Background: an optimization exercise with open tools, aiming at small area and few clock cycles per item. Do not read the settings as production practice.
At most, simulation tests tie the RTL to the original design; equivalence was not proved.

==> wip/violet <==
==> flow/design.v (excerpt) <==
module cplx_alu_sched
#(
  parameter int WIDTH      = cplx_pkg::CPLX_WIDTH,
  parameter int NREQ       = cplx_pkg::CPLX_NREQ,
  parameter int FIFO_DEPTH = cplx_pkg::CPLX_FIFO_DEPTH
) (
  input  logic                              clk,
  input  logic                              rst_n,
  input  logic [NREQ-1:0]                   req_valid,
  output logic [NREQ-1:0]                   req_ready,
  input  logic [NREQ-1:0]                   req_op,
  input  logic [NREQ-1:0][WIDTH-1:0]        req_a_re,
  input  logic [NREQ-1:0][WIDTH-1:0]        req_a_im,
  input  logic [NREQ-1:0][WIDTH-1:0]        req_b_re,
  input  logic [NREQ-1:0][WIDTH-1:0]        req_b_im,
  output logic                              rsp_valid,
  input  logic                              rsp_ready,
  output logic [$clog2(NREQ)-1:0]           rsp_id,
  output logic                              rsp_op,
  output logic signed [2*WIDTH:0]           rsp_re,
  output logic signed [2*WIDTH:0]           rsp_im,
  output logic                              busy
);
==> flow/config.mk <==
export PLATFORM = sky130hd
export DESIGN_NAME = cplx_alu_sched
export DESIGN_NICKNAME = cplx_alu_sched
export VERILOG_FILES = /design/flow/design.v
export SDC_FILE = /design/flow/constraint.sdc
export NUM_CORES = 4
export LEC_CHECK = 0
export CAP_MARGIN = 20
export CORE_MARGIN = 2
export CORE_UTILIZATION = 40
export SLEW_MARGIN = 20
==> flow/constraint.sdc <==
create_clock -name core_clock -period 10.0 [get_ports {clk}]
set_input_delay 2.0000 -clock core_clock [delete_from_list [all_inputs] [get_ports {clk}]]
set_output_delay 2.0000 -clock core_clock [all_outputs]
set_load 0.01 [all_outputs]
standard.sh (not shown) runs the stock make flow with config.mk's settings and CLKGATE_MAP_FILE= SYNTH_SCRIPT=/design/flow/synth_recipe.tcl, a recipe that flattens the netlist after the stock synthesis.
==> flow/flow/run.sh <==
#!/bin/bash
# The standard layout, with the port buffers that global placement inserts made
# sky130_fd_sc_hd__buf_1 instead of the tool's default pick; every port still gets one.
set -euo pipefail
export BUFFER_PORTS_ARGS="-buffer_cell sky130_fd_sc_hd__buf_1"
bash standard.sh finish > standard.log 2>&1
==> inputs of wip/harbor, as changes to wip/violet <==
--- a/flow/config.mk
+++ b/flow/config.mk
@@ -7,2 +7,3 @@
 export LEC_CHECK = 0
+export ABC_AREA = 1
 export CAP_MARGIN = 20
==> summary of the runs <==
- Against wip/violet, the critical path depth of wip/harbor is higher by 10.
- Against wip/violet, the hold slack of wip/harbor is lower by 0.012 ns.
- In wip/harbor the design area is smaller than in wip/violet, by 1.1%.
- Of wip/violet and wip/harbor, wip/harbor has the higher sequential share of layout area (gap 0.14 points).
- In wip/harbor the cell count is higher than in wip/violet, by about 12%.
- Of wip/violet and wip/harbor, wip/harbor has the higher global-route usage (gap 0.26 points).
- Flip-flop and latch count is the same in wip/violet and wip/harbor.
- In wip/harbor the clock-buffer cell count is lower than in wip/violet, by 1.
- Clock skew: wip/harbor is lower than wip/violet (0.014 ns).
- In wip/violet the non-clock buffer count is higher than in wip/harbor, by 45.
Testbench counts of wip/violet, summed over its fixed seeds: cycles 3,828, items 3,200.
Testbench counts of wip/harbor, summed over its fixed seeds: cycles 3,828, items 3,200.


==> run G: inputs <==
Another version of the RTL of cplx_alu_sched (not shown whole).
==> module cplx_alu_sched, before the edit <==
module cplx_alu_sched
#(
  parameter int WIDTH      = cplx_pkg::CPLX_WIDTH,
  parameter int NREQ       = cplx_pkg::CPLX_NREQ,
  parameter int FIFO_DEPTH = cplx_pkg::CPLX_FIFO_DEPTH
) (
  input  logic                              clk,
  input  logic                              rst_n,
  input  logic [NREQ-1:0]                   req_valid,
  output logic [NREQ-1:0]                   req_ready,
  input  logic [NREQ-1:0]                   req_op,
  input  logic [NREQ-1:0][WIDTH-1:0]        req_a_re,
  input  logic [NREQ-1:0][WIDTH-1:0]        req_a_im,
  input  logic [NREQ-1:0][WIDTH-1:0]        req_b_re,
  input  logic [NREQ-1:0][WIDTH-1:0]        req_b_im,
  output logic                              rsp_valid,
  input  logic                              rsp_ready,
  output logic [$clog2(NREQ)-1:0]           rsp_id,
  output logic                              rsp_op,
  output logic signed [2*WIDTH:0]           rsp_re,
  output logic signed [2*WIDTH:0]           rsp_im,
  output logic                              busy
);
  localparam int IDW = $clog2(NREQ);
  localparam int RW  = 2*WIDTH + 1;
  logic                 pre_v_q, out_v_q;
  logic [IDW-1:0]       pre_id_q, out_id_q;
  logic signed [2*WIDTH-1:0] pre_re_q;
  logic                 out_op_q;
  logic signed [2*WIDTH-1:0] out_re_q;
  logic signed [RW-1:0] out_im_q;
  logic [IDW-1:0]       add_ptr_q, mul_ptr_q;
  logic [IDW-1:0]       nm_id_q;
  logic [NREQ-1:0]      add_req, mul_req, mul_left, taken;
  logic                 taken_found;
  logic [IDW-1:0]       taken_pick;
  logic                 add_found, mul_found;
  logic [IDW-1:0]       add_pick, mul_pick, mul_base, cand;
  logic                 can_load, load_mul, load_add, do_pre;
  logic [IDW-1:0]       mac_id;
  logic signed [RW-1:0] mac_res;
  logic signed [RW-1:0] add_re, add_im;
  always_comb begin
    add_req = req_valid & ~req_op;
    mul_req = req_valid & req_op;
    add_found = 1'b0;
    add_pick  = '0;
    for (int i = 1; i <= NREQ; i++) begin
      cand = add_ptr_q + IDW'(i);
      if (!add_found && add_req[cand]) begin
        add_found = 1'b1;
        add_pick  = cand;
      end
    end
    can_load = rst_n && (!out_v_q || rsp_ready);
    load_mul = can_load && pre_v_q;
    load_add = can_load && !pre_v_q && add_found;
    do_pre   = rst_n && !pre_v_q && mul_req[nm_id_q];
    mac_id   = pre_v_q ? pre_id_q : nm_id_q;
    req_ready = '0;
    if (load_mul) req_ready[pre_id_q] = 1'b1;
    if (load_add) req_ready[add_pick] = 1'b1;
    mul_left  = mul_req & ~req_ready;
    taken     = req_ready;
    mul_base  = do_pre ? nm_id_q : mul_ptr_q;
    mul_found = 1'b0;
    mul_pick  = '0;
    taken_found = 1'b0;
    taken_pick  = '0;
    for (int i = 1; i <= NREQ; i++) begin
      cand = mul_base + IDW'(i);
      if (!mul_found && mul_left[cand]) begin
        mul_found = 1'b1;
        mul_pick  = cand;
      end
      if (!taken_found && taken[cand]) begin
        taken_found = 1'b1;
        taken_pick  = cand;
      end
    end
    if (!mul_found && taken_found) mul_pick = taken_pick;
  end
  cplx_alu_core #(
    .WIDTH (WIDTH)
  ) u_core (
    .im_sel (pre_v_q),
    .a_re   (req_a_re[mac_id]),
    .a_im   (req_a_im[mac_id]),
    .b_re   (req_b_re[mac_id]),
    .b_im   (req_b_im[mac_id]),
    .res    (mac_res)
  );
  localparam int LO = (WIDTH + 2) / 2;
  function automatic logic signed [WIDTH:0] add_sum(input logic [WIDTH-1:0] a,
                                                   input logic [WIDTH-1:0] b);
    logic [WIDTH:0] ae, be, s0, s1;
    logic           c, c0, c1;
    ae = {a[WIDTH-1], a};
    be = {b[WIDTH-1], b};
    c  = 1'b0;
    for (int i = 0; i < LO; i++) begin
      s0[i] = ae[i] ^ be[i] ^ c;
      c     = (ae[i] & be[i]) | (ae[i] & c) | (be[i] & c);
    end
    s1 = s0;
    c0 = 1'b0;
    c1 = 1'b1;
    for (int i = LO; i <= WIDTH; i++) begin
      s0[i] = ae[i] ^ be[i] ^ c0;
      s1[i] = ae[i] ^ be[i] ^ c1;
      c0    = (ae[i] & be[i]) | (ae[i] & c0) | (be[i] & c0);
      c1    = (ae[i] & be[i]) | (ae[i] & c1) | (be[i] & c1);
    end
    add_sum = c ? s1 : s0;
  endfunction
  logic signed [WIDTH-1:0] add_a_re, add_a_im, add_b_re, add_b_im;
  assign add_a_re = req_a_re[add_pick];
  assign add_a_im = req_a_im[add_pick];
  assign add_b_re = req_b_re[add_pick];
  assign add_b_im = req_b_im[add_pick];
  assign add_re   = RW'(add_sum(add_a_re, add_b_re));
  assign add_im   = RW'(add_sum(add_a_im, add_b_im));
  always_ff @(posedge clk or negedge rst_n) begin
    if (!rst_n) begin
      pre_v_q   <= 1'b0;
      pre_id_q  <= '0;
      out_v_q   <= 1'b0;
      add_ptr_q <= IDW'(NREQ - 1);
      mul_ptr_q <= IDW'(NREQ - 1);
      nm_id_q   <= '0;
    end else begin
      if (can_load) out_v_q <= load_mul || load_add;
      if (load_add) add_ptr_q <= add_pick;
      if (load_mul) pre_v_q <= 1'b0;
      if (do_pre) begin
        pre_v_q   <= 1'b1;
        pre_id_q  <= nm_id_q;
        mul_ptr_q <= nm_id_q;
      end
      if (mul_found || taken_found) nm_id_q <= mul_pick;
    end
  end
  always_ff @(posedge clk) begin
    if (do_pre) pre_re_q <= mac_res[2*WIDTH-1:0];
    if (load_mul) begin
      out_id_q <= pre_id_q;
      out_op_q <= 1'b1;
      out_re_q <= pre_re_q;
      out_im_q <= mac_res;
    end else if (load_add) begin
      out_id_q <= add_pick;
      out_op_q <= 1'b0;
      out_re_q <= add_re[2*WIDTH-1:0];
      out_im_q <= add_im;
    end
  end
  assign rsp_valid = out_v_q;
  assign rsp_id    = out_id_q;
  assign rsp_op    = out_op_q;
  assign rsp_re    = RW'(out_re_q);
  assign rsp_im    = out_im_q;
  assign busy      = out_v_q;
endmodule
export LEC_CHECK = 0
export ABC_AREA = 1
export CAP_MARGIN = 20
export CORE_MARGIN = 2
export CORE_UTILIZATION = 60
export PLACE_DENSITY = 0.75
export SLEW_MARGIN = 20
create_clock -name core_clock -period 10.0 [get_ports {clk}]
==> flow/flow/run.sh <==
#!/bin/bash
# The standard layout, with two changes to how the layout is made:
#  - the port buffers that global placement inserts are sky130_fd_sc_hd__buf_1 instead of the
#    tool's default pick (every port still gets one);
#  - after global routing's timing repair, gates on paths with positive slack are downsized
#    (ORFS's RECOVER_POWER step, on all such paths).
set -euo pipefail
export BUFFER_PORTS_ARGS="-buffer_cell sky130_fd_sc_hd__buf_1"
export RECOVER_POWER=100
bash standard.sh finish > standard.log 2>&1
==> run F: changes against run G <==
--- a/flow/design.v
+++ b/flow/design.v
@@ -1011,6 +1011,5 @@
   logic [IDW-1:0]       pre_id_q, out_id_q;
-  logic signed [2*WIDTH-1:0] pre_re_q;
+  logic signed [RW-1:0] pre_re_q;
   logic                 out_op_q;
-  logic signed [2*WIDTH-1:0] out_re_q;
-  logic signed [RW-1:0] out_im_q;
+  logic signed [RW-1:0] out_re_q, out_im_q;
   logic [IDW-1:0]       add_ptr_q, mul_ptr_q;
@@ -1127,3 +1126,3 @@
   always_ff @(posedge clk) begin
-    if (do_pre) pre_re_q <= mac_res[2*WIDTH-1:0];
+    if (do_pre) pre_re_q <= mac_res;
     if (load_mul) begin
@@ -1136,3 +1135,3 @@
       out_op_q <= 1'b0;
-      out_re_q <= add_re[2*WIDTH-1:0];
+      out_re_q <= add_re;
       out_im_q <= add_im;
@@ -1143,3 +1142,3 @@
   assign rsp_op    = out_op_q;
-  assign rsp_re    = RW'(out_re_q);
+  assign rsp_re    = out_re_q;
   assign rsp_im    = out_im_q;
==> flow/flow/run.sh (replaced) <==
#!/bin/bash
# The standard layout, with the port buffers that global placement inserts made
# sky130_fd_sc_hd__buf_1 instead of the tool's default pick; every port still gets one.
set -euo pipefail
export BUFFER_PORTS_ARGS="-buffer_cell sky130_fd_sc_hd__buf_1"
bash standard.sh finish > standard.log 2>&1
==> run P: changes against run G <==
--- a/flow/design.v
+++ b/flow/design.v
@@ -1011,6 +1011,5 @@
   logic [IDW-1:0]       pre_id_q, out_id_q;
-  logic signed [2*WIDTH-1:0] pre_re_q;
+  logic signed [RW-1:0] pre_re_q;
   logic                 out_op_q;
-  logic signed [2*WIDTH-1:0] out_re_q;
-  logic signed [RW-1:0] out_im_q;
+  logic signed [RW-1:0] out_re_q, out_im_q;
   logic [IDW-1:0]       add_ptr_q, mul_ptr_q;
@@ -1076,25 +1075,2 @@
   );
-  localparam int LO = (WIDTH + 2) / 2;
-  function automatic logic signed [WIDTH:0] add_sum(input logic [WIDTH-1:0] a,
-                                                   input logic [WIDTH-1:0] b);
-    logic [WIDTH:0] ae, be, s0, s1;
-    logic           c, c0, c1;
-    ae = {a[WIDTH-1], a};
-    be = {b[WIDTH-1], b};
-    c  = 1'b0;
-    for (int i = 0; i < LO; i++) begin
-      s0[i] = ae[i] ^ be[i] ^ c;
-      c     = (ae[i] & be[i]) | (ae[i] & c) | (be[i] & c);
-    end
-    s1 = s0;
-    c0 = 1'b0;
-    c1 = 1'b1;
-    for (int i = LO; i <= WIDTH; i++) begin
-      s0[i] = ae[i] ^ be[i] ^ c0;
-      s1[i] = ae[i] ^ be[i] ^ c1;
-      c0    = (ae[i] & be[i]) | (ae[i] & c0) | (be[i] & c0);
-      c1    = (ae[i] & be[i]) | (ae[i] & c1) | (be[i] & c1);
-    end
-    add_sum = c ? s1 : s0;
-  endfunction
   logic signed [WIDTH-1:0] add_a_re, add_a_im, add_b_re, add_b_im;
@@ -1104,4 +1080,4 @@
   assign add_b_im = req_b_im[add_pick];
-  assign add_re   = RW'(add_sum(add_a_re, add_b_re));
-  assign add_im   = RW'(add_sum(add_a_im, add_b_im));
+  assign add_re   = RW'(add_a_re) + RW'(add_b_re);
+  assign add_im   = RW'(add_a_im) + RW'(add_b_im);
   always_ff @(posedge clk or negedge rst_n) begin
@@ -1127,3 +1103,3 @@
   always_ff @(posedge clk) begin
-    if (do_pre) pre_re_q <= mac_res[2*WIDTH-1:0];
+    if (do_pre) pre_re_q <= mac_res;
     if (load_mul) begin
@@ -1136,3 +1112,3 @@
       out_op_q <= 1'b0;
-      out_re_q <= add_re[2*WIDTH-1:0];
+      out_re_q <= add_re;
       out_im_q <= add_im;
@@ -1143,3 +1119,3 @@
   assign rsp_op    = out_op_q;
-  assign rsp_re    = RW'(out_re_q);
+  assign rsp_re    = out_re_q;
   assign rsp_im    = out_im_q;
==> flow/flow/run.sh (replaced) <==
#!/bin/bash
# The standard layout, with the port buffers that global placement inserts made
# sky130_fd_sc_hd__buf_1 instead of the tool's default pick; every port still gets one.
set -euo pipefail
export BUFFER_PORTS_ARGS="-buffer_cell sky130_fd_sc_hd__buf_1"
bash standard.sh finish > standard.log 2>&1
Settings changed: CORE_UTILIZATION 60 to 40, PLACE_DENSITY 0.75 to unset.
==> run R: changes against run G <==
--- a/flow/design.v
+++ b/flow/design.v
@@ -1011,6 +1011,5 @@
   logic [IDW-1:0]       pre_id_q, out_id_q;
-  logic signed [2*WIDTH-1:0] pre_re_q;
+  logic signed [RW-1:0] pre_re_q;
   logic                 out_op_q;
-  logic signed [2*WIDTH-1:0] out_re_q;
-  logic signed [RW-1:0] out_im_q;
+  logic signed [RW-1:0] out_re_q, out_im_q;
   logic [IDW-1:0]       add_ptr_q, mul_ptr_q;
@@ -1127,3 +1126,3 @@
   always_ff @(posedge clk) begin
-    if (do_pre) pre_re_q <= mac_res[2*WIDTH-1:0];
+    if (do_pre) pre_re_q <= mac_res;
     if (load_mul) begin
@@ -1136,3 +1135,3 @@
       out_op_q <= 1'b0;
-      out_re_q <= add_re[2*WIDTH-1:0];
+      out_re_q <= add_re;
       out_im_q <= add_im;
@@ -1143,3 +1142,3 @@
   assign rsp_op    = out_op_q;
-  assign rsp_re    = RW'(out_re_q);
+  assign rsp_re    = out_re_q;
   assign rsp_im    = out_im_q;
==> flow/flow/run.sh (replaced) <==
#!/bin/bash
# The standard layout, with the port buffers that global placement inserts made
# sky130_fd_sc_hd__buf_1 instead of the tool's default pick; every port still gets one.
set -euo pipefail
export BUFFER_PORTS_ARGS="-buffer_cell sky130_fd_sc_hd__buf_1"
bash standard.sh finish > standard.log 2>&1
Settings changed: CORE_UTILIZATION 60 to 40, PLACE_DENSITY 0.75 to unset.
==> insert_results.sql <==
INSERT INTO impl_metrics (metric_group, metric, value, unit) VALUES
('synth', 'synth_async_sr_flop_share', '8.93', '%'),
('status', 'outcome', 'no timing/DRC/antenna violations', ''),
('synth', 'synth.mux.area_fraction', '0.400', '%'),
('place', 'dp.cells', '3704', ''),
('final_layout', 'area.share.sequential', '13.9', '%'),
('setup_path', 'setup.worst_path.start', 'req_a_re[39]', ''),
('die', 'die_area', '0.0558', 'mm2'),
('sta', 'clock-skew-final', '0.0147', 'ns'),
('routing', 'routed_wl', '94.4', 'mm'),
('setup_path', 'timing.critical_path.slowest_stage_cell', 'fa_1', ''),
('synth', 'postSynthAreaPerCell', '7.79', 'um2'),
('die', 'die_width', '236', 'um'),
('die', 'floorplan.die.height', '236', 'um'),
('sta', 'finalHoldWorstSlack', '0.508', 'ns');
That was run R.
==> insert_results.sql <==
INSERT INTO impl_metrics (metric_group, metric, value, unit) VALUES
('status', 'outcome', 'no timing/DRC/antenna violations', ''),
('sta', 'clock-skew-final', '0.0106', 'ns'),
('synth', 'postSynthAreaPerCell', '7.91', 'um2'),
('die', 'die_width', '240', 'um'),
('die', 'floorplan.die.height', '240', 'um'),
('sta', 'slew-limit-headroom', '20.5', '%'),
('synth', 'synth_async_sr_flop_share', '8.93', '%'),
('sta', 'finalHoldWorstSlack', '0.463', 'ns'),
('synth', 'post_synth_instance_area', '0.0222', 'mm2'),
('setup_path', 'setup.worst_path.start', 'pre_v_q', ''),
('final_layout', 'area.share.sequential', '13.6', '%'),
('routing', 'routed_wl', '93.7', 'mm'),
('die', 'die_area', '0.0574', 'mm2'),
('synth', 'synth.mux.area_fraction', '0.355', '%');
That was run P.
==> insert_results.sql <==
INSERT INTO impl_metrics (metric_group, metric, value, unit) VALUES
('place', 'dp.cells', '3456', ''),
('routing', 'routed_wl', '85.3', 'mm'),
('status', 'outcome', 'no timing/DRC/antenna violations', ''),
('synth', 'synth.mux.area_fraction', '0.400', '%'),
('synth', 'synth_async_sr_flop_share', '8.93', '%'),
('sta', 'clock-skew-final', '0.0143', 'ns'),
('sta', 'finalHoldWorstSlack', '0.479', 'ns');
That was run F.
==> insert_results.sql <==
INSERT INTO impl_metrics (metric_group, metric, value, unit) VALUES
('die', 'die_width', '193', 'um'),
('synth', 'postSynthAreaPerCell', '7.72', 'um2'),
('status', 'violatedChecks', 'max-capacitance violations, max-slew violations', ''),
('synth', 'synth_async_sr_flop_share', '9.09', '%'),
('status', 'outcome', 'finished with violations', ''),
('die', 'floorplan.die.height', '193', 'um'),
('place', 'dp.cells', '3502', ''),
('die', 'die_area', '0.0374', 'mm2'),
('synth', 'synth.mux.area_fraction', '0.407', '%'),
('sta', 'finalMaxSlewViolations', '210', ''),
('run', 'total_of_max_cap_violations', '4', ''),
('setup_path', 'timing.critical_path.slowest_stage_cell', 'nand2_1', ''),
('sta', 'finalHoldWorstSlack', '0.489', 'ns');
That was run G.
Testbench counts of run F, summed over its fixed seeds: cycles 3,828, items 3,200.
Testbench counts of run R, summed over its fixed seeds: cycles 3,828, items 3,200.
Only the layout flow was run in run G and run P; the RTL was not checked for function there.

[what the ideal ports hide]
The results above use ideal ports. As a check the final layouts listed here were re-extracted and re-timed, cells and wires unchanged.
Step 1: set_driving_cell puts a clkbuf_16 on clk and a buf_2 on each other input, an assumption about the parent block.
Step 2 adds t to the input delays and takes it off the output delays; t is the mean of the earliest and latest rising clock arrival at the registers after step 1. Input paths then give back, and output paths get back, about the clock's delay inside the block.
Three values: ideal, step 1, step 2; two values: the first two.
run | shift t [ns] | setup WS [ns] | worst setup path at the end | slew at the worst register clock pin (ns)
wip/violet | 0.429 | 1.149 / 1.178 / 0.749 | input to register | 0.10 / 0.10
wip/harbor | 0.418 | 0.727 / 0.740 / 0.322 | input to register | 0.08 / 0.08
run G | 0.400 | 0.610 / 0.631 / 0.231 | input to register | 0.07 / 0.07
run F | 0.391 | 0.603 / 0.599 / 0.208 | input to register | 0.08 / 0.08
run P | 0.410 | 0.780 / 0.780 / 0.464 | input to register | 0.08 / 0.08
run R | 0.393 | 0.867 / 0.883 / 0.491 | input to register | 0.08 / 0.08
The setup slack of wip/harbor, which loses most, moves by +0.013 ns with the drivers and by -0.405 ns with both steps.
